This is an optimization exercise on Yosys and OpenROAD, whose aim is small area, a short achievable clock period and few clock cycles, not a production implementation. Where RTL was checked, it was by simulation tests only, not by an equivalence proof against the original. Power is estimated from default activity; no workload was simulated.

==> module board_store, before the edit <==
module board_store (
    input  logic             sysclk,
    input  logic             clear,      
    input  logic             wr_go,      
    input  logic [4:0]       wr_row,     
    input  logic [3:0]       wr_col,
    input  logic [2:0]       wr_dat,
    output logic [3:0][29:0] tap,        
    output logic [3:0][29:0] nxt         
);
    logic [29:0] ring [4][5];
    logic [3:0][29:0] ins;
    logic [3:0][9:0] wsel;
    logic [2:0]      wd;
    always_comb begin
        wd = clear ? 3'd7 : ~wr_dat;
        for (int j = 0; j < 4; j++) begin
            for (int c = 0; c < 10; c++) begin
                wsel[j][c] = clear || (wr_go && wr_row[1:0] == 2'(j) && wr_col == 4'(c));
                ins[j][c*3 +: 3] = wsel[j][c] ? wd : ring[j][4][c*3 +: 3];
            end
        end
    end
    always_comb begin
        for (int j = 0; j < 4; j++) begin
            tap[j] = ~ring[j][4];
            nxt[j] = ~ring[j][3];
        end
    end
    always_ff @(posedge sysclk) begin
        for (int j = 0; j < 4; j++) begin
            ring[j][0] <= ins[j];
            for (int i = 1; i < 5; i++) ring[j][i] <= ring[j][i-1];
        end
    end
endmodule
make LEC_CHECK=0 CAP_MARGIN=20 CORE_MARGIN=2 CORE_UTILIZATION=65 CTS_CLUSTER_DIAMETER=120 CTS_CLUSTER_SIZE=25 SETUP_SLACK_MARGIN=5 SLEW_MARGIN=20 finish   # period 8.0 ns
run.sh (not shown) runs the stock make flow with config.mk's settings and CLKGATE_MAP_FILE= SYNTH_SCRIPT=/design/flow/synth_recipe.tcl, a recipe that flattens the netlist after the stock synthesis.
Testbench counts at the start, summed over its fixed seeds: cycles 142,189.
Then changed:
--- a/flow/design.v
+++ b/flow/design.v
@@ -14,9 +14,9 @@
     logic [3:0][29:0] ins;
     logic [3:0][9:0] wsel;
     logic [2:0]      wd;
     always_comb begin
-        wd = clear ? 3'd7 : ~wr_dat;
+        wd = clear ? 3'd0 : wr_dat;
         for (int j = 0; j < 4; j++) begin
             for (int c = 0; c < 10; c++) begin
                 wsel[j][c] = clear || (wr_go && wr_row[1:0] == 2'(j) && wr_col == 4'(c));
                 ins[j][c*3 +: 3] = wsel[j][c] ? wd : ring[j][4][c*3 +: 3];
@@ -24,10 +24,10 @@
         end
     end
     always_comb begin
         for (int j = 0; j < 4; j++) begin
-            tap[j] = ~ring[j][4];
-            nxt[j] = ~ring[j][3];
+            tap[j] = ring[j][4];
+            nxt[j] = ring[j][3];
         end
     end
     always_ff @(posedge sysclk) begin
         for (int j = 0; j < 4; j++) begin
Non-clock buffer count does not change; critical path depth grows by 1; total power is higher by 4.1%; worst setup slack is worse by 0.061 ns; core utilization decreases by 1.2 points; register-to-register slack gets worse by 0.06 ns; routed wire length goes up by 4.8%; via count went up by 5.3%; flip-flop and latch count is unchanged; die area rose by 1.3%; first-iteration DRC count came out higher by 1.8%; count of clock-buffer cells in the layout fell by 1; synthesized cell count goes up by 8.9%; fmax goes down by 2.0%.
Testbench counts after the change, summed over its fixed seeds: cycles 142,189.

before:
The RTL this note starts from:
==> flow/design.v <==
`timescale 1ns/1ns
`default_nettype none
module board_store (
    input  logic             sysclk,
    input  logic             clear,      
    input  logic             wr_go,      
    input  logic [4:0]       wr_row,     
    input  logic [3:0]       wr_col,
    input  logic [2:0]       wr_dat,
    output logic [3:0][29:0] tap,        
    output logic [3:0][29:0] nxt         
);
    logic [29:0] ring [4][5];
    logic [3:0][29:0] ins;
    logic [3:0][9:0] wsel;
    logic [2:0]      wd;
    always_comb begin
        wd = clear ? 3'd0 : wr_dat;
        for (int j = 0; j < 4; j++) begin
            for (int c = 0; c < 10; c++) begin
                wsel[j][c] = clear || (wr_go && wr_row[1:0] == 2'(j) && wr_col == 4'(c));
                ins[j][c*3 +: 3] = wsel[j][c] ? wd : ring[j][4][c*3 +: 3];
            end
        end
    end
    always_comb begin
        for (int j = 0; j < 4; j++) begin
            tap[j] = ring[j][4];
            nxt[j] = ring[j][3];
        end
    end
    always_ff @(posedge sysclk) begin
        for (int j = 0; j < 4; j++) begin
            ring[j][0] <= ins[j];
            for (int i = 1; i < 5; i++) ring[j][i] <= ring[j][i-1];
        end
    end
endmodule
`default_nettype wire
`timescale 1ns/1ns
`default_nettype none
module block_render_top (
    input  logic        sysclk,
    input  logic        reset,
    input  logic        wb_cyc,
    input  logic        wb_stb,
    input  logic        wb_we,
    input  logic [7:0]  wb_adr,
    input  logic [7:0]  wb_dat_w,
    input  logic        scan_start,
    input  logic        vtx_ready,
    output logic [7:0]  wb_dat_r,
    output logic        wb_ack,
    output logic        scan_busy,
    output logic        scan_done,
    output logic        vtx_valid,
    output logic [10:0] vtx_x,
    output logic [10:0] vtx_y,
    output logic [5:0]  vtx_z,
    output logic [2:0]  vtx_color,
    output logic [3:0]  vtx_faces,
    output logic        vtx_last
);
    logic [2:0]       ph;         
    logic [2:0]       phn;        
    logic             clearing;   
    logic             clearing_d;
    logic             wr_go;      
    logic             wr_go_d;
    logic [4:0]       wrow;       
    logic [4:0]       wrow_d;
    logic [3:0]       wcol;
    logic [2:0]       wdat;
    logic             wpend;
    logic             wpend_d;
    logic             wload;      
    logic [3:0][29:0] tap;
    logic [4:0]       a_row;
    logic [3:0]       a_col;
    logic             a_ok;
    assign phn        = (ph == 3'd4) ? 3'd0 : ph + 3'd1;
    assign clearing_d = reset || (clearing && ph != 3'd4);
    assign wpend_d    = !reset && ((wload && a_ok) || (wpend && !wr_go));
    assign wrow_d     = wload ? a_row : wrow;
    assign wr_go_d    = wpend_d && !clearing_d && (phn == wrow_d[4:2]);
    always_ff @(posedge sysclk) begin
        ph       <= reset ? 3'd0 : phn;
        clearing <= clearing_d;
        wpend    <= wpend_d;
        wr_go    <= wr_go_d;
    end
    board_store u_board_store (
        .sysclk (sysclk),
        .clear  (clearing),
        .wr_go  (wr_go),
        .wr_row (wrow),
        .wr_col (wcol),
        .wr_dat (wdat),
        .tap    (tap),
        .nxt    (nxt)
    );
    logic [3:0][9:0]  tocc;       
    logic [3:0][29:0] nxt;        
    logic [3:0]       tany;       
    always_comb begin
        for (int j = 0; j < 4; j++) begin
            for (int c = 0; c < 10; c++) tocc[j][c] = |tap[j][c*3 +: 3];
        end
    end
    always_ff @(posedge sysclk) begin
        for (int j = 0; j < 4; j++) tany[j] <= |nxt[j];
    end
    logic [7:0] areg;        
    logic       rdp;         
    logic       rd2;         
    logic       rdv;         
    logic       new_req;
    logic       wfree;
    logic       rd_go;
    assign wfree   = !wpend || wr_go || wr_go_d;
    assign new_req = wb_cyc && wb_stb && !wb_ack && !rdp && !rdv && !rd2 && !clearing;
    always_comb begin
        logic [4:0] rh;
        logic [3:0] d;
        logic [4:0] s;
        case (areg[7:4])
            4'd0:    begin rh = 5'd0;  d = 4'd0; end
            4'd1:    begin rh = 5'd1;  d = 4'd6; end
            4'd2:    begin rh = 5'd3;  d = 4'd2; end
            4'd3:    begin rh = 5'd4;  d = 4'd8; end
            4'd4:    begin rh = 5'd6;  d = 4'd4; end
            4'd5:    begin rh = 5'd8;  d = 4'd0; end
            4'd6:    begin rh = 5'd9;  d = 4'd6; end
            4'd7:    begin rh = 5'd11; d = 4'd2; end
            4'd8:    begin rh = 5'd12; d = 4'd8; end
            4'd9:    begin rh = 5'd14; d = 4'd4; end
            4'd10:   begin rh = 5'd16; d = 4'd0; end
            4'd11:   begin rh = 5'd17; d = 4'd6; end
            4'd12:   begin rh = 5'd19; d = 4'd2; end
            default: begin rh = 5'd19; d = 4'd0; end
        endcase
        s = 5'(areg[3:0]) + 5'(d);
        if (s >= 5'd20) begin
            a_row = rh + 5'd2;
            a_col = 4'(s - 5'd20);
        end else if (s >= 5'd10) begin
            a_row = rh + 5'd1;
            a_col = 4'(s - 5'd10);
        end else begin
            a_row = rh;
            a_col = 4'(s);
        end
        a_ok = (areg < 8'd200);
    end
    assign rd_go = (rdp && !a_ok) || (rdv && ph == wrow[4:2]);
    always_ff @(posedge sysclk) begin
        areg  <= wb_adr;
        if (reset) begin
            wb_ack <= 1'b0;
            wload  <= 1'b0;
            rdp    <= 1'b0;
            rdv    <= 1'b0;
            rd2    <= 1'b0;
        end else begin
            wb_ack <= (new_req && wb_we && wfree) || rd2;
            wload  <= new_req && wb_we && wfree;
            rdp    <= new_req && !wb_we && wfree;
            if (rdp && a_ok) rdv <= 1'b1;
            else if (rd_go)  rdv <= 1'b0;
            rd2    <= rd_go;
        end
    end
    always_ff @(posedge sysclk) begin
        if (wload || rdp) begin
            wrow <= a_row;
            wcol <= a_col;
        end
        if (wload) wdat <= wb_dat_w[2:0];
    end
    localparam logic [1:0] S_SEEK = 2'd0, S_NOCC = 2'd1, S_PICK = 2'd2;
    logic [1:0]  st;
    logic [4:0]  srow;       
    logic [29:0] cur;        
    logic [9:0]  cocc;
    logic [9:0]  pocc;       
    logic [9:0]  nocc;       
    logic [9:0]  rem;        
    logic [9:0]  pick;
    logic        have;
    logic        at_band;
    logic [3:0]  cand;
    logic [3:0]  jsel;       
    logic        found;
    logic        do_pick;
    logic        emit_free;
    logic        take;
    logic [29:0] tsel;
    logic [9:0]  tsel_occ;
    always_comb begin
        for (int c = 0; c < 10; c++) tsel_occ[c] = |tsel[c*3 +: 3];
    end
    logic [9:0]  tsel_below;
    always_comb begin
        for (int c = 0; c < 10; c++) cocc[c] = |cur[c*3 +: 3];
    end
    assign have    = |rem;
    assign at_band = (ph == srow[4:2]) && !wpend && !clearing;
    always_comb begin
        logic seen;
        for (int j = 0; j < 4; j++) cand[j] = tany[j] && (2'(j) >= srow[1:0]);
        seen = 1'b0;
        for (int j = 0; j < 4; j++) begin
            jsel[j] = cand[j] && !seen;
            seen    = seen || cand[j];
        end
        found = seen;
        if (!scan_busy) begin
            for (int j = 0; j < 4; j++) jsel[j] = (wrow[1:0] == 2'(j));
        end
        tsel       = '0;
        tsel_below = '0;
        for (int j = 0; j < 4; j++) begin
            tsel     = tsel | (tap[j] & {30{jsel[j]}});
            if (j < 3) tsel_below = tsel_below | (tocc[(j < 3) ? j + 1 : 0] & {10{jsel[j]}});
        end
    end
    always_comb begin
        logic seen;
        seen = 1'b0;
        for (int c = 0; c < 10; c++) begin
            pick[c] = rem[c] && !seen;
            seen    = seen || rem[c];
        end
    end
    always_ff @(posedge sysclk) begin
        if (reset) begin
            scan_busy <= 1'b0;
            scan_done <= 1'b0;
            st        <= S_SEEK;
        end else begin
            scan_done <= 1'b0;
            if (!scan_busy) begin
                if (scan_start) begin
                    scan_busy <= 1'b1;
                    st        <= S_SEEK;
                end
            end else begin
                case (st)
                    S_SEEK: begin
                        if (at_band) begin
                            if (found) begin
                                st <= (jsel[3] && srow[4:2] != 3'd4) ? S_NOCC : S_PICK;
                            end else if (srow[4:2] == 3'd4) begin
                                scan_busy <= 1'b0;
                                scan_done <= 1'b1;
                            end
                        end
                    end
                    S_NOCC: st <= S_PICK;
                    default: begin
                        if (!have) begin
                            if (srow == 5'd19) begin
                                scan_busy <= 1'b0;
                                scan_done <= 1'b1;
                            end
                            st <= S_SEEK;
                        end
                    end
                endcase
            end
        end
    end
    always_ff @(posedge sysclk) begin
        if (!scan_busy) begin
            if (scan_start) begin
                srow <= 5'd0;
                pocc <= '0;
            end
            if (rd_go) begin
                cur <= tsel;
                rem <= rdv ? 10'(1 << wcol) : 10'd0;
            end
        end else begin
            case (st)
                S_SEEK: begin
                    if (at_band) begin
                        if (found) begin
                            srow <= {srow[4:2], jsel[3] ? 2'd3 : jsel[2] ? 2'd2 : jsel[1] ? 2'd1 : 2'd0};
                            cur  <= tsel;
                            rem  <= tsel_occ;
                            nocc <= tsel_below;
                            if (!jsel[srow[1:0]]) pocc <= '0;
                        end else begin
                            srow <= {srow[4:2] + 3'd1, 2'd0};
                            pocc <= '0;
                        end
                    end
                end
                S_NOCC: nocc <= tocc[0];
                default: begin
                    if (!have) begin
                        srow <= srow + 5'd1;
                        pocc <= cocc;
                    end else if (do_pick) begin
                        rem <= rem & ~pick;
                    end
                end
            endcase
        end
    end
    logic [2:0] p_color;
    logic [3:0] p_faces;
    logic [5:0] p_x;
    logic [6:0] p_y;
    always_comb begin
        p_color = '0;
        p_faces = '0;
        p_x     = '0;
        for (int c = 0; c < 10; c++) begin
            logic [3:0] f;
            f[3] = !pocc[c];
            f[2] = !nocc[c];
            f[1] = (c == 0) ? 1'b1 : !cocc[(c == 0) ? 0 : c - 1];
            f[0] = (c == 9) ? 1'b1 : !cocc[(c == 9) ? 9 : c + 1];
            p_color = p_color | (cur[c*3 +: 3] & {3{pick[c]}});
            p_faces = p_faces | (f & {4{pick[c]}});
            p_x     = p_x | (6'(25 + 3 * c) & {6{pick[c]}});
        end
        p_y = 7'(12 + 3 * srow);
    end
    logic [5:0] ox;
    logic [6:0] oy;
    logic [2:0] ok;
    logic [2:0] ocolor;
    logic [3:0] ofaces;
    logic       olast;
    logic       ovalid;
    assign take      = ovalid && vtx_ready;
    assign emit_free = !ovalid || (olast && vtx_ready);
    assign do_pick   = scan_busy && (st == S_PICK) && have && emit_free;
    always_ff @(posedge sysclk) begin
        if (reset) begin
            ovalid <= 1'b0;
        end else if (do_pick) begin
            ovalid <= 1'b1;
        end else if (take && olast) begin
            ovalid <= 1'b0;
        end
    end
    always_ff @(posedge sysclk) begin
        if (do_pick) begin
            ox     <= p_x;
            oy     <= p_y;
            ok     <= 3'd0;
            olast  <= 1'b0;
            ocolor <= p_color;
            ofaces <= p_faces;
        end else if (rd2) begin
            ocolor <= p_color;
        end else if (take) begin
            ok    <= ok + 3'd1;
            olast <= (ok == 3'd6);
            ox    <= ok[0] ? ox - 6'd3 : ox + 6'd3;
            if (ok[0]) oy <= ok[1] ? oy - 7'd3 : oy + 7'd3;
        end
    end
    assign wb_dat_r  = {5'd0, ocolor};
    assign vtx_valid = ovalid;
    assign vtx_x     = {2'b00, ox, 3'b000};
    assign vtx_y     = {1'b0, oy, 3'b100};
    assign vtx_z     = {1'b0, ok[2], ok[2], 3'b000};
    assign vtx_color = ocolor;
    assign vtx_faces = ofaces;
    assign vtx_last  = olast;
endmodule
`default_nettype wire
make LEC_CHECK=0 CAP_MARGIN=20 CORE_MARGIN=2 CORE_UTILIZATION=65 CTS_CLUSTER_DIAMETER=120 CTS_CLUSTER_SIZE=25 SETUP_SLACK_MARGIN=5 SLEW_MARGIN=20 finish   # period 8.0 ns
Inputs modified between before and after:
-- flow/design.v --
<<< before, line 12
);
    logic [29:0] ring [4][5];
    logic [3:0][29:0] ins;
    logic [3:0][9:0] wsel;
    logic [2:0]      wd;
    always_comb begin
        wd = clear ? 3'd0 : wr_dat;
        for (int j = 0; j < 4; j++) begin
            for (int c = 0; c < 10; c++) begin
                wsel[j][c] = clear || (wr_go && wr_row[1:0] == 2'(j) && wr_col == 4'(c));
                ins[j][c*3 +: 3] = wsel[j][c] ? wd : ring[j][4][c*3 +: 3];
            end
        end
    end
    always_comb begin
        for (int j = 0; j < 4; j++) begin
            tap[j] = ring[j][4];
            nxt[j] = ring[j][3];
        end
    end
    always_ff @(posedge sysclk) begin
        for (int j = 0; j < 4; j++) begin
            ring[j][0] <= ins[j];
            for (int i = 1; i < 5; i++) ring[j][i] <= ring[j][i-1];
        end
>>> after, line 12
);
    logic [29:0] ring [4][5];
    always_comb begin
        for (int j = 0; j < 4; j++) begin
            for (int c = 0; c < 10; c++) begin
                if (clear) begin
                    tap[j][c*3 +: 3] = 3'd0;
                end else if (wr_go && wr_row[1:0] == 2'(j) && wr_col == 4'(c)) begin
                    tap[j][c*3 +: 3] = wr_dat;
                end else begin
                    tap[j][c*3 +: 3] = ring[j][4][c*3 +: 3];
                end
            end
        end
    end
    always_comb begin
        for (int j = 0; j < 4; j++) nxt[j] = ring[j][3];
    end
    always_ff @(posedge sysclk) begin
        for (int j = 0; j < 4; j++) begin
            ring[j][0] <= tap[j];
            for (int i = 1; i < 5; i++) ring[j][i] <= ring[j][i-1];
        end
<<< before, line 109
    end
    always_ff @(posedge sysclk) begin
        for (int j = 0; j < 4; j++) tany[j] <= |nxt[j];
    end
    logic [7:0] areg;        
>>> after, line 107
    end
    always_ff @(posedge sysclk) begin
        for (int j = 0; j < 4; j++) tany[j] <= (|nxt[j]) || wpend || wload;
    end
    logic [7:0] areg;        
<<< before, line 205
    end
    assign have    = |rem;
    assign at_band = (ph == srow[4:2]) && !wpend && !clearing;
    always_comb begin
        logic seen;
>>> after, line 203
    end
    assign have    = |rem;
    assign at_band = (ph == srow[4:2]);
    always_comb begin
        logic seen;
Results
Between after and before, it is after whose global-route wire length before repair is higher, by about 5%. after against before; synthesized instance count is up by a few percent. Between before and after, sequential share of layout area is higher for before, after comes in under that. after synthesis and placement, the instance count of after is above that of before. Inverter count of the layout excluding clock inverters of after exceeds that of before by more than 10%. Proportion of power drawn by combinational gates: after > before. NOTE: hold slack in after exceeds that of before. Count of instances resized after the clock tree is built came out higher on after than on before. after leaves less setup margin than before. Cmp after vs before: die area higher in after.
Function was not checked in any run of this note: the RTL went through the layout flow alone.

-- port drivers added, routing unchanged --
The results above use ideal ports. As a check the final layouts listed here were re-extracted and re-timed, cells and wires unchanged.
Step 1 assumes that a clkbuf_16 drives the clock port and a buf_2 every other input.
Step 2 times the ports against the registers' clock, not the clock port: input delays grow and output delays shrink by t, the midpoint of the rising clock arrivals with the driver on.
Three values: ideal, step 1, step 2; two values: the first two.
| run | t (ns) | setup slack, ns | clock arrival spread, ns | slew at the worst register clock pin (ns) |
|---|---|---|---|---|
| the first run of note 1 | 0.592 | 5.032 / 4.992 / 4.540 | 0.023 / 0.024 | 0.10 / 0.10 |
| the second run of note 1 | 0.607 | 4.971 / 4.971 / 4.558 | 0.037 / 0.036 | 0.11 / 0.11 |
| before | 0.597 | 5.028 / 4.994 / 4.480 | 0.036 / 0.035 | 0.11 / 0.11 |
| after | 0.617 | 4.786 / 4.786 / 4.459 | 0.033 / 0.033 | 0.11 / 0.11 |
After both steps setup and hold are still met in every run listed. The setup slack of before, which loses most, moves by -0.034 ns with the drivers and by -0.548 ns with both steps.
